Source: an optimization exercise on an open RTL-to-GDS flow (aim: small area). Production flows keep margins and buffers that such runs may drop.
Only simulation tests tie the RTL to the original design; equivalence was not proved.
No activity file was given, so power comes from the tool's default toggle rates.

red:
Design dma_ctrl_top, start of the top module:
module dma_ctrl_top (
  input  logic        clk,
  input  logic        rst,
  input  logic        set_stb,
  input  logic [31:0] set_addr,
  input  logic [31:0] set_data,
  input  logic        get_stb,
  input  logic [31:0] get_addr,
  output logic [31:0] get_data,
  output logic        get_valid,
  output logic        h2s_cmd_valid,
  output logic [71:0] h2s_cmd_data,
  input  logic        h2s_cmd_ready,
  output logic        s2h_cmd_valid,
  output logic [71:0] s2h_cmd_data,
  input  logic        s2h_cmd_ready,
  input  logic        h2s_sts_valid,
  input  logic [7:0]  h2s_sts_data,
  output logic        h2s_sts_ready,
  input  logic        s2h_sts_valid,
  input  logic [7:0]  s2h_sts_data,
  output logic        s2h_sts_ready,
  input  logic        in_valid,
  input  logic [63:0] in_data,
  input  logic        in_last,
  output logic        in_ready,
  output logic        out_valid,
  output logic [63:0] out_data,
  output logic        out_last,
  input  logic        out_ready,
  output logic        irq,
  output logic [3:0]  arcache,
  output logic [3:0]  awcache
);
Size in the first run: about 1800 flip-flops, ~0.063 mm2 of cells after synthesis.
Settings: LEC_CHECK=0, CAP_MARGIN=5, CORE_MARGIN=2, CORE_UTILIZATION=50, PLACE_DENSITY=0.65, SLEW_MARGIN=5; clock period 6.0 ns.
standard.sh (not shown) runs the stock make flow with config.mk's settings and CLKGATE_MAP_FILE= SYNTH_SCRIPT=/design/flow/synth_recipe.tcl, a recipe that flattens the netlist after the stock synthesis.
==> flow/flow/run.sh <==
#!/bin/bash
# Standard ORFS layout with three changes aimed at cell area:
#  - synthesis maps the logic with an area-oriented ABC script (flow/abc_area.script);
#    everything else in synthesis is the standard flow's own synth_recipe.tcl, unchanged
#  - buf_1 as the port buffer
#  - a clock tree of small buffers and no dummy loads
set -euo pipefail
W=$PWD
cat flow/abc_proc.tcl synth_recipe.tcl > my_synth.tcl
export MY_ABC_SCRIPT=$W/flow/abc_area.script
bash standard.sh \
  SYNTH_SCRIPT=$W/my_synth.tcl \
  BUFFER_PORTS_ARGS="-buffer_cell sky130_fd_sc_hd__buf_1" \
  CTS_ARGS="-sink_clustering_enable -repair_clock_nets -dont_use_dummy_load -buf_list sky130_fd_sc_hd__clkbuf_8 -sink_clustering_size 20 -sink_clustering_max_diameter 50" \
  finish > make.log 2>&1
==> flow/flow/abc_area.script <==
strash
dch
amap
&get -n
&st
&dch
&nf -R 1000
&put
topo
==> flow/flow/abc_proc.tcl <==
proc abc {args} {
  set i [lsearch -exact $args -script]
  if {$i >= 0 && [info exists ::env(MY_ABC_SCRIPT)]} { lset args [expr {$i + 1}] $::env(MY_ABC_SCRIPT) }
  yosys abc {*}$args
}
--- input diff red..blue ---
Settings: changing CORE_UTILIZATION from 50 to 65; changing PLACE_DENSITY from 0.65 to 0.85.
-- flow/flow/run.sh --
<<< red, line 13
  BUFFER_PORTS_ARGS="-buffer_cell sky130_fd_sc_hd__buf_1" \
  CTS_ARGS="-sink_clustering_enable -repair_clock_nets -dont_use_dummy_load -buf_list sky130_fd_sc_hd__clkbuf_8 -sink_clustering_size 20 -sink_clustering_max_diameter 50" \
  finish > make.log 2>&1
>>> blue, line 13
  BUFFER_PORTS_ARGS="-buffer_cell sky130_fd_sc_hd__buf_1" \
  CTS_ARGS="-sink_clustering_enable -repair_clock_nets -dont_use_dummy_load -buf_list sky130_fd_sc_hd__clkbuf_4 -sink_clustering_size 10 -sink_clustering_max_diameter 40" \
  finish > make.log 2>&1
-- flow/flow/abc_area.script --
<<< red, line 1
strash
dch
>>> blue, line 1
strash
dc2
dch
## What came out
- In blue, vertical extent of the die is lower than in red.
- [compare] base=red new=blue: synthesis-to-finish area growth down 1.5 points, top achievable clock speed went down.
- Looking at clock network area share, blue sits 0.59 points lower than red does.
- Note that the die area recorded for blue amounts to 0.77 times the value seen in red.
- Least setup slack across all paths after layout: blue < red
Edits applied to the flow inputs when going from blue to green:
Settings: PLACE_DENSITY now 0.75, was 0.85.
[summary]
From blue to green the numbers moved as follows: worst hold slack across all endpoints saw an increase, wire length reported by the detailed router saw an increase.
Taking blue as the reference, in green share of the final layout cell area in sequential cells ~0 delta, share of power burned in the clock network +0.2 points, number of buffers inserted during clock tree synthesis +4, global-route wire length before repair ~0 delta.
Comparing green with blue, the achievable frequency came out essentially unchanged.
Cell area across blue and green: no real change.
The inputs of orange differ from those of green as listed below.
Settings: a change of CAP_MARGIN from 5 to 20; a change of SLEW_MARGIN from 5 to 20.
==> flow/flow/run.sh <==
#!/bin/bash
# Standard ORFS layout with smaller port buffers and a leaner clock tree:
# buf_1 as the port buffer, clkbuf_4 for CTS, no CTS dummy loads.
set -euo pipefail
bash standard.sh \
  BUFFER_PORTS_ARGS="-buffer_cell sky130_fd_sc_hd__buf_1" \
  CTS_ARGS="-sink_clustering_enable -repair_clock_nets -dont_use_dummy_load -buf_list sky130_fd_sc_hd__clkbuf_8 -sink_clustering_size 20 -sink_clustering_max_diameter 50" \
  finish > make.log 2>&1
removed: flow/flow/abc_area.script
removed: flow/flow/abc_proc.tcl
Notes after the runs:
Run comparison: orange endpoint of the most critical setup path out_data[51]; green endpoint of the most critical setup path out_data[49]
orange against green: number of antenna violations at the first check in global routing moved down, worst hold-check slack has increased.
Delta (orange minus green): worst path setup slack after routing moved up, count of plain and timing-repair buffers in the layout moved up.

Starting RTL as in the previous note.
clock: 6.0 ns
lec_check: 0
cap_margin: 20
core_margin: 2
core_utilization: 65
place_density: 0.75
slew_margin: 20
==> flow/flow/run.sh <==
#!/bin/bash
# Standard ORFS layout with three changes aimed at cell area:
#  - synthesis maps the logic with an area-oriented ABC script (flow/abc_area.script);
#    everything else in synthesis is the standard flow's own synth_recipe.tcl, unchanged
#  - buf_1 as the port buffer
#  - a clock tree of small buffers and no dummy loads
set -euo pipefail
W=$PWD
cat flow/abc_proc.tcl synth_recipe.tcl > my_synth.tcl
export MY_ABC_SCRIPT=$W/flow/abc_area.script
bash standard.sh \
  SYNTH_SCRIPT=$W/my_synth.tcl \
  BUFFER_PORTS_ARGS="-buffer_cell sky130_fd_sc_hd__buf_1" \
  CTS_ARGS="-sink_clustering_enable -repair_clock_nets -dont_use_dummy_load -buf_list sky130_fd_sc_hd__clkbuf_4 -sink_clustering_size 10 -sink_clustering_max_diameter 50" \
  finish > make.log 2>&1
==> flow/flow/abc_area.script <==
strash
dc2
dch
amap
&get -n
&st
&dch
&nf -R 1000
&put
topo
==> flow/flow/abc_proc.tcl <==
proc abc {args} {
  set i [lsearch -exact $args -script]
  if {$i >= 0 && [info exists ::env(MY_ABC_SCRIPT)]} { lset args [expr {$i + 1}] $::env(MY_ABC_SCRIPT) }
  yosys abc {*}$args
}
Rerun with:
==> flow/run.sh (new file) <==
#!/bin/bash
# synth_recipe.tcl (not shown) runs the flow's synth.tcl, then flattens the netlist and writes it again
# the make line also repeats each setting of config.mk as NAME=value (left out here)
make -C /OpenROAD-flow-scripts/flow DESIGN_CONFIG=/design/flow/config.mk WORK_HOME=/design/flow/orfs CLKGATE_MAP_FILE= SYNTH_SCRIPT=/design/flow/synth_recipe.tcl finish
Settings changed: CORE_UTILIZATION 65 to 40, PLACE_DENSITY 0.75 to default.
removed: flow/flow/run.sh
removed: flow/flow/abc_area.script
removed: flow/flow/abc_proc.tcl
removed: flow/standard.sh
- The changed run finished clean
- first-iteration DRC count shrinks by a quarter to a third
- synthesized area grows by a few percent
- global-route usage shrinks by 11 points
Rerun with:
==> flow/flow/run.sh (new file) <==
#!/bin/bash
# Standard ORFS layout with three changes aimed at cell area:
#  - synthesis maps the logic with an area-oriented ABC script (flow/abc_area.script);
#    everything else in synthesis is the standard flow's own synth_recipe.tcl, unchanged
#  - buf_1 as the port buffer
#  - a clock tree of small buffers and no dummy loads
set -euo pipefail
W=$PWD
cat flow/abc_proc.tcl synth_recipe.tcl > my_synth.tcl
export MY_ABC_SCRIPT=$W/flow/abc_area.script
bash standard.sh \
  SYNTH_SCRIPT=$W/my_synth.tcl \
  BUFFER_PORTS_ARGS="-buffer_cell sky130_fd_sc_hd__buf_1" \
  CTS_ARGS="-sink_clustering_enable -repair_clock_nets -dont_use_dummy_load -buf_list sky130_fd_sc_hd__clkbuf_4 -sink_clustering_size 10 -sink_clustering_max_diameter 35" \
  finish > make.log 2>&1
==> flow/flow/abc_area.script (new file) <==
strash
dch
amap
&get -n
&st
&dch
&nf -R 1000
&put
topo
==> flow/flow/abc_proc.tcl (new file) <==
proc abc {args} {
  set i [lsearch -exact $args -script]
  if {$i >= 0 && [info exists ::env(MY_ABC_SCRIPT)]} { lset args [expr {$i + 1}] $::env(MY_ABC_SCRIPT) }
  yosys abc {*}$args
}
==> flow/standard.sh (new file) <==
#!/bin/bash
# synth_recipe.tcl (not shown) runs the flow's synth.tcl, then flattens the netlist and writes it again
# the make line also repeats each setting of config.mk as NAME=value (left out here)
make -C /OpenROAD-flow-scripts/flow DESIGN_CONFIG=/design/flow/config.mk WORK_HOME=/design/flow/orfs CLKGATE_MAP_FILE= SYNTH_SCRIPT=/design/flow/synth_recipe.tcl "${@:-finish}"
Settings changed: CORE_UTILIZATION 40 to 65, PLACE_DENSITY from default to 0.75.
removed: flow/run.sh
- The changed run produced a clean layout
- fmax is lower by about 0.34%
- die area is lower by about 40%
- clock-buffer cell count does not change
- global-route usage is higher by 9.9 points
- total power is lower by about 21%
- hold slack gets worse by 220 ps
- setup slack gets worse by 19 ps
- sequential power is higher by about 2%
- wire length is lower by about 14%
Rerun with:
--- a/flow/flow/run.sh
+++ b/flow/flow/run.sh
@@ -14 +14 @@
-  CTS_ARGS="-sink_clustering_enable -repair_clock_nets -dont_use_dummy_load -buf_list sky130_fd_sc_hd__clkbuf_4 -sink_clustering_size 10 -sink_clustering_max_diameter 35" \
+  CTS_ARGS="-sink_clustering_enable -repair_clock_nets -dont_use_dummy_load -buf_list sky130_fd_sc_hd__clkbuf_8 -sink_clustering_size 20 -sink_clustering_max_diameter 50" \
After rerunning: Power is higher slightly. Wire length shrinks slightly. Critical path depth went up by 1. Hold slack improves by 240 ps. Final area went up slightly.
Rerun with:
--- a/flow/flow/run.sh
+++ b/flow/flow/run.sh
@@ -14 +14 @@
-  CTS_ARGS="-sink_clustering_enable -repair_clock_nets -dont_use_dummy_load -buf_list sky130_fd_sc_hd__clkbuf_8 -sink_clustering_size 20 -sink_clustering_max_diameter 50" \
+  CTS_ARGS="-sink_clustering_enable -repair_clock_nets -dont_use_dummy_load -buf_list sky130_fd_sc_hd__clkbuf_4 -sink_clustering_size 10 -sink_clustering_max_diameter 50" \
==> flow/flow/abc_area.script (replaced) <==
strash
dc2
dch
amap
&get -n
&st
&dch
&nf -R 1000
&put
topo
Settings changed: CAP_MARGIN 20 to 5, GPL_TIMING_DRIVEN from default to 0, SLEW_MARGIN 20 to 5.
Result: Wire length rises by about 6%; design area rose by 1.6%; sequential share of layout area went down by 1.1 points; synthesized area is about the same; worst hold slack loses 210 ps; setup slack got worse by 73 ps; combinational power went down by about 36%; cell count goes up by about 1.4%; power shrinks by about 13%; via count is higher by about 2%.

Starting RTL as in the previous note.
export LEC_CHECK = 0
export CAP_MARGIN = 5
export CORE_MARGIN = 2
export CORE_UTILIZATION = 72
export PLACE_DENSITY = 0.85
export SLEW_MARGIN = 5
create_clock -name core_clock -period 6.0 [get_ports {clk}]
==> flow/flow/run.sh <==
#!/bin/bash
# Standard ORFS layout with three changes aimed at cell area:
#  - synthesis maps the logic with an area-oriented ABC script (flow/abc_area.script);
#    everything else in synthesis is the standard flow's own synth_recipe.tcl, unchanged
#  - buf_1 as the port buffer
#  - a clock tree of small buffers and no dummy loads
set -euo pipefail
W=$PWD
cat flow/abc_proc.tcl synth_recipe.tcl > my_synth.tcl
export MY_ABC_SCRIPT=$W/flow/abc_area.script
bash standard.sh \
  SYNTH_SCRIPT=$W/my_synth.tcl \
  BUFFER_PORTS_ARGS="-buffer_cell sky130_fd_sc_hd__buf_1" \
  CTS_ARGS="-sink_clustering_enable -repair_clock_nets -dont_use_dummy_load -buf_list sky130_fd_sc_hd__clkbuf_4 -sink_clustering_size 10 -sink_clustering_max_diameter 40" \
  finish > make.log 2>&1
==> flow/flow/abc_area.script <==
strash
dc2
dch
amap
&get -n
&st
&dch
&nf -R 1000
&put
topo
==> flow/flow/abc_proc.tcl <==
proc abc {args} {
  set i [lsearch -exact $args -script]
  if {$i >= 0 && [info exists ::env(MY_ABC_SCRIPT)]} { lset args [expr {$i + 1}] $::env(MY_ABC_SCRIPT) }
  yosys abc {*}$args
}
Edit:
Settings changed: CAP_MARGIN 5 to 0, CORE_UTILIZATION 72 to 65, PLACE_DENSITY 0.85 to 0.75, SLEW_MARGIN 5 to 0.
Result: The new run completed with no timing, DRC or antenna violations. Cell area barely changes. Sequential cell count is unchanged. Synthesized cell count does not change. Worst setup slack is better by 0.046 ns. Fmax rises by 0.86%.

[afterwards: timing with drivers on the ports]
In the flow no input, the clock included, has a driving cell. The finished layouts below were timed again as built, in two steps. Step 1: set_driving_cell puts a clkbuf_16 on clk and a buf_2 on each other input, an assumption about the parent block. Step 2 times the ports against the registers' clock, not the clock port: input delays grow and output delays shrink by t, the midpoint of the rising clock arrivals with the driver on. Slacks: ideal ports / drivers / drivers and shift; pairs: ideal ports / drivers.
run | t, ns | setup slack, ns | latest minus earliest clock arrival (ns) | worst slew at a driven data input, ns | cell pins on the clock port's net
red | 0.898 | 0.766 / 0.695 / 1.594 | 0.131 / 0.131 | 0.16 | 1
blue | 1.176 | 0.605 / 0.543 / 1.464 | 0.185 / 0.185 | 0.11 | 1
green | 1.168 | 0.610 / 0.540 / 1.688 | 0.111 / 0.111 | 0.15 | 1
orange | 0.895 | 0.721 / 0.651 / 1.547 | 0.120 / 0.121 | 0.10 | 1
the first run of note 2 | 1.139 | 0.599 / 0.531 / 1.670 | 0.148 / 0.147 | 0.16 | 1
the second run of note 2 | 0.854 | 0.446 / 0.367 / 1.221 | 0.081 / 0.080 | 0.13 | 1
the third run of note 2 | 1.209 | 0.426 / 0.361 / 1.570 | 0.124 / 0.123 | 0.08 | 1
the fourth run of note 2 | 0.885 | 0.775 / 0.708 / 1.593 | 0.085 / 0.085 | 0.09 | 1
the fifth run of note 2 | 1.169 | 0.703 / 0.634 / 1.298 | 0.103 / 0.102 | 0.17 | 1
the first run of note 3 | 1.141 | 0.563 / 0.495 / 1.636 | 0.185 / 0.185 | 0.11 | 1
the second run of note 3 | 1.168 | 0.610 / 0.540 / 1.688 | 0.111 / 0.111 | 0.15 | 1
After both steps every run listed still meets setup and hold.
